From an optimization exercise on the open Yosys and OpenROAD flow, aimed at small area; shortcuts taken in it are not production practice.
At most, simulation tests tie the RTL to the original design; equivalence was not proved.

==> module tnr_blend_top, before the edit <==
module tnr_blend_top (
    input  logic        clk,
    input  logic        reset,
    input  logic        in_valid,
    input  logic [11:0] cur,
    input  logic [11:0] prev,
    input  logic [8:0]  blend_th0,
    input  logic [8:0]  blend_th1,
    output logic        out_valid,
    output logic [11:0] out_pixel
);
    logic [11:0] f_base;
    logic [9:0]  f_tm;
    logic [8:0]  f_r;
    logic [8:0]  f_dv;
    tnr_front i_front (
        .cur       (cur),
        .prev      (prev),
        .blend_th0 (blend_th0),
        .blend_th1 (blend_th1),
        .base      (f_base),
        .tm        (f_tm),
        .r         (f_r),
        .dv        (f_dv)
    );
    logic        c0_v;
    logic [11:0] c0_base;
    logic [9:0]  c0_tm;
    logic [8:0]  c0_r;
    logic [8:0]  c0_dv;
    always_ff @(posedge clk) begin
        if (reset) c0_v <= 1'b0;
        else       c0_v <= in_valid;
    end
    always_ff @(posedge clk) begin
        c0_base <= f_base;
        c0_tm   <= f_tm;
        c0_r    <= f_r;
        c0_dv   <= f_dv;
    end
    logic [8:0] r1;
    logic       qb1;
    tnr_step i_step1 (.r(c0_r), .dv(c0_dv), .rn(r1), .q(qb1));
    logic [8:0] r2;
    logic       qb2;
    tnr_step i_step2 (.r(r1), .dv(c0_dv), .rn(r2), .q(qb2));
    logic        c2_v;
    logic [11:0] c2_base;
    logic [9:0]  c2_tm;
    logic [8:0]  c2_r;
    logic [8:0]  c2_dv;
    logic [1:0]  c2_q;
    always_ff @(posedge clk) begin
        if (reset) c2_v <= 1'b0;
        else       c2_v <= c0_v;
    end
    always_ff @(posedge clk) begin
        c2_base <= c0_base;
        c2_tm   <= c0_tm;
        c2_r    <= r2;
        c2_dv   <= c0_dv;
        c2_q    <= {qb1, qb2};
    end
    logic [8:0] r3;
    logic       qb3;
    tnr_step i_step3 (.r(c2_r), .dv(c2_dv), .rn(r3), .q(qb3));
    logic [8:0] r4;
    logic       qb4;
    tnr_step i_step4 (.r(r3), .dv(c2_dv), .rn(r4), .q(qb4));
    logic [8:0] r5;
    logic       qb5;
    tnr_step i_step5 (.r(r4), .dv(c2_dv), .rn(r5), .q(qb5));
    logic        c5_v;
    logic [11:0] c5_base;
    logic [9:0]  c5_tm;
    logic [8:0]  c5_r;
    logic [8:0]  c5_dv;
    logic [4:0]  c5_q;
    always_ff @(posedge clk) begin
        if (reset) c5_v <= 1'b0;
        else       c5_v <= c2_v;
    end
    always_ff @(posedge clk) begin
        c5_base <= c2_base;
        c5_tm   <= c2_tm;
        c5_r    <= r5;
        c5_dv   <= c2_dv;
        c5_q    <= {c2_q[1], c2_q[0], qb3, qb4, qb5};
    end
    logic [8:0] r6;
    logic       qb6;
    tnr_step i_step6 (.r(c5_r), .dv(c5_dv), .rn(r6), .q(qb6));
    logic [8:0] r7;
    logic       qb7;
    tnr_step i_step7 (.r(r6), .dv(c5_dv), .rn(r7), .q(qb7));
    logic [8:0] r8;
    logic       qb8;
    tnr_qstep i_step8 (.r(r7), .dv(c5_dv), .q(qb8));
    assign r8 = '0;
    logic        c8_v;
    logic [11:0] c8_base;
    logic [9:0]  c8_tm;
    logic [7:0]  c8_q;
    always_ff @(posedge clk) begin
        if (reset) c8_v <= 1'b0;
        else       c8_v <= c5_v;
    end
    always_ff @(posedge clk) begin
        c8_base <= c5_base;
        c8_tm   <= c5_tm;
        c8_q    <= {c5_q[4], c5_q[3], c5_q[2], c5_q[1], c5_q[0], qb6, qb7, qb8};
    end
    logic [11:0] mix;
    tnr_mix i_mix (.q({c8_q[7], c8_q[6], c8_q[5], c8_q[4], c8_q[3], c8_q[2], c8_q[1], c8_q[0]}), .tm(c8_tm), .base(c8_base), .o(mix));
    always_ff @(posedge clk) begin
        if (reset) out_valid <= 1'b0;
        else       out_valid <= c8_v;
    end
    always_ff @(posedge clk) begin
        out_pixel <= mix;
    end
endmodule
Settings: LEC_CHECK=0, CAP_MARGIN=20, CORE_MARGIN=2, CORE_UTILIZATION=60, CTS_BUF_LIST=sky130_fd_sc_hd__clkbuf_8, GPL_TIMING_DRIVEN=0, SLEW_MARGIN=20, SYNTH_HIERARCHICAL=1; clock period 5.0 ns.
standard.sh (not shown) runs the stock make flow with config.mk's settings and CLKGATE_MAP_FILE= SYNTH_SCRIPT=/design/flow/synth_recipe.tcl, a recipe that flattens the netlist after the stock synthesis.
==> flow/flow/run.sh <==
#!/bin/bash
# The standard layout (standard.sh, all steps) with two changes:
# - the buffer placed on every input and output port is the smallest buffer,
#   sky130_fd_sc_hd__buf_1, instead of the default clkdlybuf4s50_1;
# - clock tree synthesis does not add dummy load cells to the clock tree.
# All tool output goes to standard.log in this folder; ORFS keeps its own
# per-step logs under orfs/logs/.
export BUFFER_PORTS_ARGS="-buffer_cell sky130_fd_sc_hd__buf_1"
export CTS_ARGS="-sink_clustering_enable -repair_clock_nets -buf_list sky130_fd_sc_hd__clkbuf_8 -dont_use_dummy_load"
bash standard.sh > standard.log 2>&1
status=$?
tail -n 30 standard.log
exit $status
Next try:
--- a/flow/design.v
+++ b/flow/design.v
@@ -71,6 +71,41 @@
     assign q = ~s0_GF[9];
     assign rn = s0_an[8:0] ^ ({9{q}} & (s0_d[8:0] ^ s0_bin[8:0]));
 endmodule
+module tnr_step_small (
+    input  logic [8:0] r,
+    input  logic [8:0] dv,
+    output logic [8:0] rn,
+    output logic       q
+);
+    wire [9:0] s0_an = {r, 1'b1};
+    wire [9:0] s0_a = ~s0_an;
+    wire [9:0] s0_d = {1'b0, dv};
+    wire [9:0] s0_g = ~s0_a & s0_d;
+    wire [9:0] s0_pp = ~s0_a | s0_d;
+    wire s0_r1 = s0_g[1] | (s0_pp[1] & s0_g[0]);
+    wire s0_r2 = s0_g[2] | (s0_pp[2] & s0_r1);
+    wire s0_r3 = s0_g[3] | (s0_pp[3] & s0_r2);
+    wire s0_r4 = s0_g[4] | (s0_pp[4] & s0_r3);
+    wire s0_h0_1g = s0_g[6] | (s0_pp[6] & s0_g[5]);
+    wire s0_h0_1p = s0_pp[6] & s0_pp[5];
+    wire s0_h0_3g = s0_g[8] | (s0_pp[8] & s0_g[7]);
+    wire s0_h0_3p = s0_pp[8] & s0_pp[7];
+    wire s0_h1_2g = s0_g[7] | (s0_pp[7] & s0_h0_1g);
+    wire s0_h1_2p = s0_pp[7] & s0_h0_1p;
+    wire s0_h1_3g = s0_h0_3g | (s0_h0_3p & s0_h0_1g);
+    wire s0_h1_3p = s0_h0_3p & s0_h0_1p;
+    wire s0_h2_4g = s0_g[9] | (s0_pp[9] & s0_h1_3g);
+    wire s0_h2_4p = s0_pp[9] & s0_h1_3p;
+    wire s0_c5 = s0_g[5] | (s0_pp[5] & s0_r4);
+    wire s0_c6 = s0_h0_1g | (s0_h0_1p & s0_r4);
+    wire s0_c7 = s0_h1_2g | (s0_h1_2p & s0_r4);
+    wire s0_c8 = s0_h1_3g | (s0_h1_3p & s0_r4);
+    wire s0_c9 = s0_h2_4g | (s0_h2_4p & s0_r4);
+    wire [9:0] s0_GF = {s0_c9, s0_c8, s0_c7, s0_c6, s0_c5, s0_r4, s0_r3, s0_r2, s0_r1, s0_g[0]};
+    wire [9:0] s0_bin = {s0_GF[8:0], 1'b0};
+    assign q = ~s0_GF[9];
+    assign rn = s0_an[8:0] ^ ({9{q}} & (s0_d[8:0] ^ s0_bin[8:0]));
+endmodule
 module tnr_qstep (
     input  logic [8:0] r,
     input  logic [8:0] dv,
@@ -444,10 +479,10 @@
     end
     logic [8:0] r1;
     logic       qb1;
-    tnr_step i_step1 (.r(c0_r), .dv(c0_dv), .rn(r1), .q(qb1));
+    tnr_step_small i_step1 (.r(c0_r), .dv(c0_dv), .rn(r1), .q(qb1));
     logic [8:0] r2;
     logic       qb2;
-    tnr_step i_step2 (.r(r1), .dv(c0_dv), .rn(r2), .q(qb2));
+    tnr_step_small i_step2 (.r(r1), .dv(c0_dv), .rn(r2), .q(qb2));
     logic        c2_v;
     logic [11:0] c2_base;
     logic [9:0]  c2_tm;
@@ -493,10 +528,10 @@
     end
     logic [8:0] r6;
     logic       qb6;
-    tnr_step i_step6 (.r(c5_r), .dv(c5_dv), .rn(r6), .q(qb6));
+    tnr_step_small i_step6 (.r(c5_r), .dv(c5_dv), .rn(r6), .q(qb6));
     logic [8:0] r7;
     logic       qb7;
-    tnr_step i_step7 (.r(r6), .dv(c5_dv), .rn(r7), .q(qb7));
+    tnr_step_small i_step7 (.r(r6), .dv(c5_dv), .rn(r7), .q(qb7));
     logic [8:0] r8;
     logic       qb8;
     tnr_qstep i_step8 (.r(r7), .dv(c5_dv), .q(qb8));
Global-route usage stays flat.
Core utilization came out lower by 0.68 points.
Synthesized cell count goes down by a few percent.
Clock skew is higher by 0.0041 ns.
Clock-buffer cell count stays the same.
Critical path depth does not change.
Setup slack improved by 0.034 ns.
Cell count shrinks by a few percent.
Non-clock buffer count is higher by 3.
Register-to-register slack improves by 0.10 ns.
Fmax rises slightly.
Flip-flop and latch count is unchanged.
Function not checked in the first run of this note: the RTL went through the layout flow alone.

* * *

Setup of run C:
tnr_blend_top, a different RTL version from the one above (not shown whole).
Size in the first run: roughly 1100 cells after synthesis, ~130 flip-flops, roughly 0.011 mm² of cells after synthesis.
==> module tnr_blend_top, before the edit <==
module tnr_blend_top (
    input  logic        clk,
    input  logic        reset,
    input  logic        in_valid,
    input  logic [11:0] cur,
    input  logic [11:0] prev,
    input  logic [8:0]  blend_th0,
    input  logic [8:0]  blend_th1,
    output logic        out_valid,
    output logic [11:0] out_pixel
);
    logic [11:0] f_base;
    logic [9:0]  f_tm;
    logic [8:0]  f_r;
    logic [8:0]  f_dv;
    tnr_front i_front (
        .cur       (cur),
        .prev      (prev),
        .blend_th0 (blend_th0),
        .blend_th1 (blend_th1),
        .base      (f_base),
        .tm        (f_tm),
        .r         (f_r),
        .dv        (f_dv)
    );
    logic [8:0] r1;
    logic       qb1;
    tnr_step_small i_step1 (.r(f_r), .dv(f_dv), .rn(r1), .q(qb1));
    logic        c1_v;
    logic [11:0] c1_base;
    logic [9:0]  c1_tm;
    logic [8:0]  c1_r;
    logic [8:0]  c1_dv;
    logic [0:0]  c1_q;
    always_ff @(posedge clk) begin
        if (reset) c1_v <= 1'b0;
        else       c1_v <= in_valid;
    end
    always_ff @(posedge clk) begin
        c1_base <= f_base;
        c1_tm   <= f_tm;
        c1_r    <= r1;
        c1_dv   <= f_dv;
        c1_q    <= {qb1};
    end
    logic [8:0] r2;
    logic       qb2;
    tnr_step i_step2 (.r(c1_r), .dv(c1_dv), .rn(r2), .q(qb2));
    logic [8:0] r3;
    logic       qb3;
    tnr_step i_step3 (.r(r2), .dv(c1_dv), .rn(r3), .q(qb3));
    logic [8:0] r4;
    logic       qb4;
    tnr_step i_step4 (.r(r3), .dv(c1_dv), .rn(r4), .q(qb4));
    logic        c4_v;
    logic [11:0] c4_base;
    logic [9:0]  c4_tm;
    logic [8:0]  c4_r;
    logic [8:0]  c4_dv;
    logic [3:0]  c4_q;
    always_ff @(posedge clk) begin
        if (reset) c4_v <= 1'b0;
        else       c4_v <= c1_v;
    end
    always_ff @(posedge clk) begin
        c4_base <= c1_base;
        c4_tm   <= c1_tm;
        c4_r    <= r4;
        c4_dv   <= c1_dv;
        c4_q    <= {c1_q[0], qb2, qb3, qb4};
    end
    logic [8:0] r5;
    logic       qb5;
    tnr_step i_step5 (.r(c4_r), .dv(c4_dv), .rn(r5), .q(qb5));
    logic [8:0] r6;
    logic       qb6;
    tnr_step i_step6 (.r(r5), .dv(c4_dv), .rn(r6), .q(qb6));
    logic [8:0] r7;
    logic       qb7;
    tnr_step i_step7 (.r(r6), .dv(c4_dv), .rn(r7), .q(qb7));
    logic [8:0] r8;
    logic       qb8;
    tnr_qstep i_step8 (.r(r7), .dv(c4_dv), .q(qb8));
    assign r8 = '0;
    logic        c8_v;
    logic [11:0] c8_base;
    logic [9:0]  c8_tm;
    logic [7:0]  c8_q;
    always_ff @(posedge clk) begin
        if (reset) c8_v <= 1'b0;
        else       c8_v <= c4_v;
    end
    always_ff @(posedge clk) begin
        c8_base <= c4_base;
        c8_tm   <= c4_tm;
        c8_q    <= {c4_q[3], c4_q[2], c4_q[1], c4_q[0], qb5, qb6, qb7, qb8};
    end
    logic [11:0] mix;
    tnr_mix i_mix (.q({c8_q[7], c8_q[6], c8_q[5], c8_q[4], c8_q[3], c8_q[2], c8_q[1], c8_q[0]}), .tm(c8_tm), .base(c8_base), .o(mix));
    always_ff @(posedge clk) begin
        if (reset) out_valid <= 1'b0;
        else       out_valid <= c8_v;
    end
    always_ff @(posedge clk) begin
        out_pixel <= mix;
    end
endmodule
==> flow/config.mk <==
export PLATFORM = sky130hd
export DESIGN_NAME = tnr_blend_top
export DESIGN_NICKNAME = tnr_blend_top
export VERILOG_FILES = /design/flow/design.v
export SDC_FILE = /design/flow/constraint.sdc
export NUM_CORES = 4
export LEC_CHECK = 0
export CAP_MARGIN = 20
export CORE_MARGIN = 2
export CORE_UTILIZATION = 60
export CTS_BUF_LIST = sky130_fd_sc_hd__clkbuf_8
export GPL_TIMING_DRIVEN = 0
export SLEW_MARGIN = 20
export SYNTH_HIERARCHICAL = 1
==> flow/constraint.sdc <==
create_clock -name core_clock -period 5.0 [get_ports {clk}]
set_input_delay 1.0000 -clock core_clock [delete_from_list [all_inputs] [get_ports {clk}]]
set_output_delay 1.0000 -clock core_clock [all_outputs]
set_load 0.01 [all_outputs]
Scripts as last shown in full above: flow/flow/run.sh
Edits applied to the flow inputs when going from run C to run D:
diff --git a/flow/design.v b/flow/design.v
--- a/flow/design.v
+++ b/flow/design.v
@@ -1159,10 +1159,10 @@
     end
     logic [8:0] r2;
     logic       qb2;
-    tnr_step i_step2 (.r(c1_r), .dv(c1_dv), .rn(r2), .q(qb2));
+    tnr_step_small i_step2 (.r(c1_r), .dv(c1_dv), .rn(r2), .q(qb2));
     logic [8:0] r3;
     logic       qb3;
-    tnr_step i_step3 (.r(r2), .dv(c1_dv), .rn(r3), .q(qb3));
+    tnr_step_small i_step3 (.r(r2), .dv(c1_dv), .rn(r3), .q(qb3));
     logic [8:0] r4;
     logic       qb4;
     tnr_step i_step4 (.r(r3), .dv(c1_dv), .rn(r4), .q(qb4));
Results
Taking run C as the reference point, the number of well taps of run D falls by 4.
Minimum period implied by the final worst setup slack in run D vs run C: up 65 ps
Relative to run C, biggest fanout along the worst timing path has gone down in run D.
Global routing met3 resource utilization: higher on run C
Count of buffers not belonging to the clock network in the layout (run D / run C): 1.10
Compared with run C, run D shows a fraction of the yosys area taken by sequential cells that is 0.16 points higher.
prev[1] as the beginning of the critical path was reported by run D, and prev[4] by run C.
Worst setup slack: run D worse than run C
The cell count on run D is in line with that on run C.
Comparing the two runs side by side, run D comes out ahead of run C on post-place setup slack.
No run of this note included a check of the RTL's function; only the layout flow was run.

-- port drivers added, routing unchanged --
Ports are ideal in the flow. The routed layouts listed here were re-timed in OpenROAD. Step 1 (the two cells are an assumption about what drives the block):
set clk [get_ports {clk}]
set_driving_cell -lib_cell sky130_fd_sc_hd__clkbuf_16 $clk
set_driving_cell -lib_cell sky130_fd_sc_hd__buf_2 [delete_from_list [all_inputs] $clk]
Step 2 times the ports against the registers' clock, not the clock port: input delays grow and output delays shrink by t, the midpoint of the rising clock arrivals with the driver on. a / b / c = no drivers / after step 1 / after step 2; a / b = the first two.
run | shift t [ns] | setup slack, ns | slew at the worst register clock pin (ns) | worst data-port slew with drivers (ns)
the first run of note 1 | 0.470 | 0.202 / 0.226 / -0.244 | 0.11 / 0.11 | 0.04
the second run of note 1 | 0.470 | 0.236 / 0.255 / -0.215 | 0.12 / 0.12 | 0.04
run C | 0.460 | 0.150 / 0.138 / -0.322 | 0.08 / 0.08 | 0.06
run D | 0.454 | 0.085 / 0.098 / -0.356 | 0.08 / 0.08 | 0.06
With both steps, setup timing fails in every run listed, where it was met with ideal ports. The setup slack of run C, which loses most, moves by -0.012 ns with the drivers and by -0.472 ns with both steps.
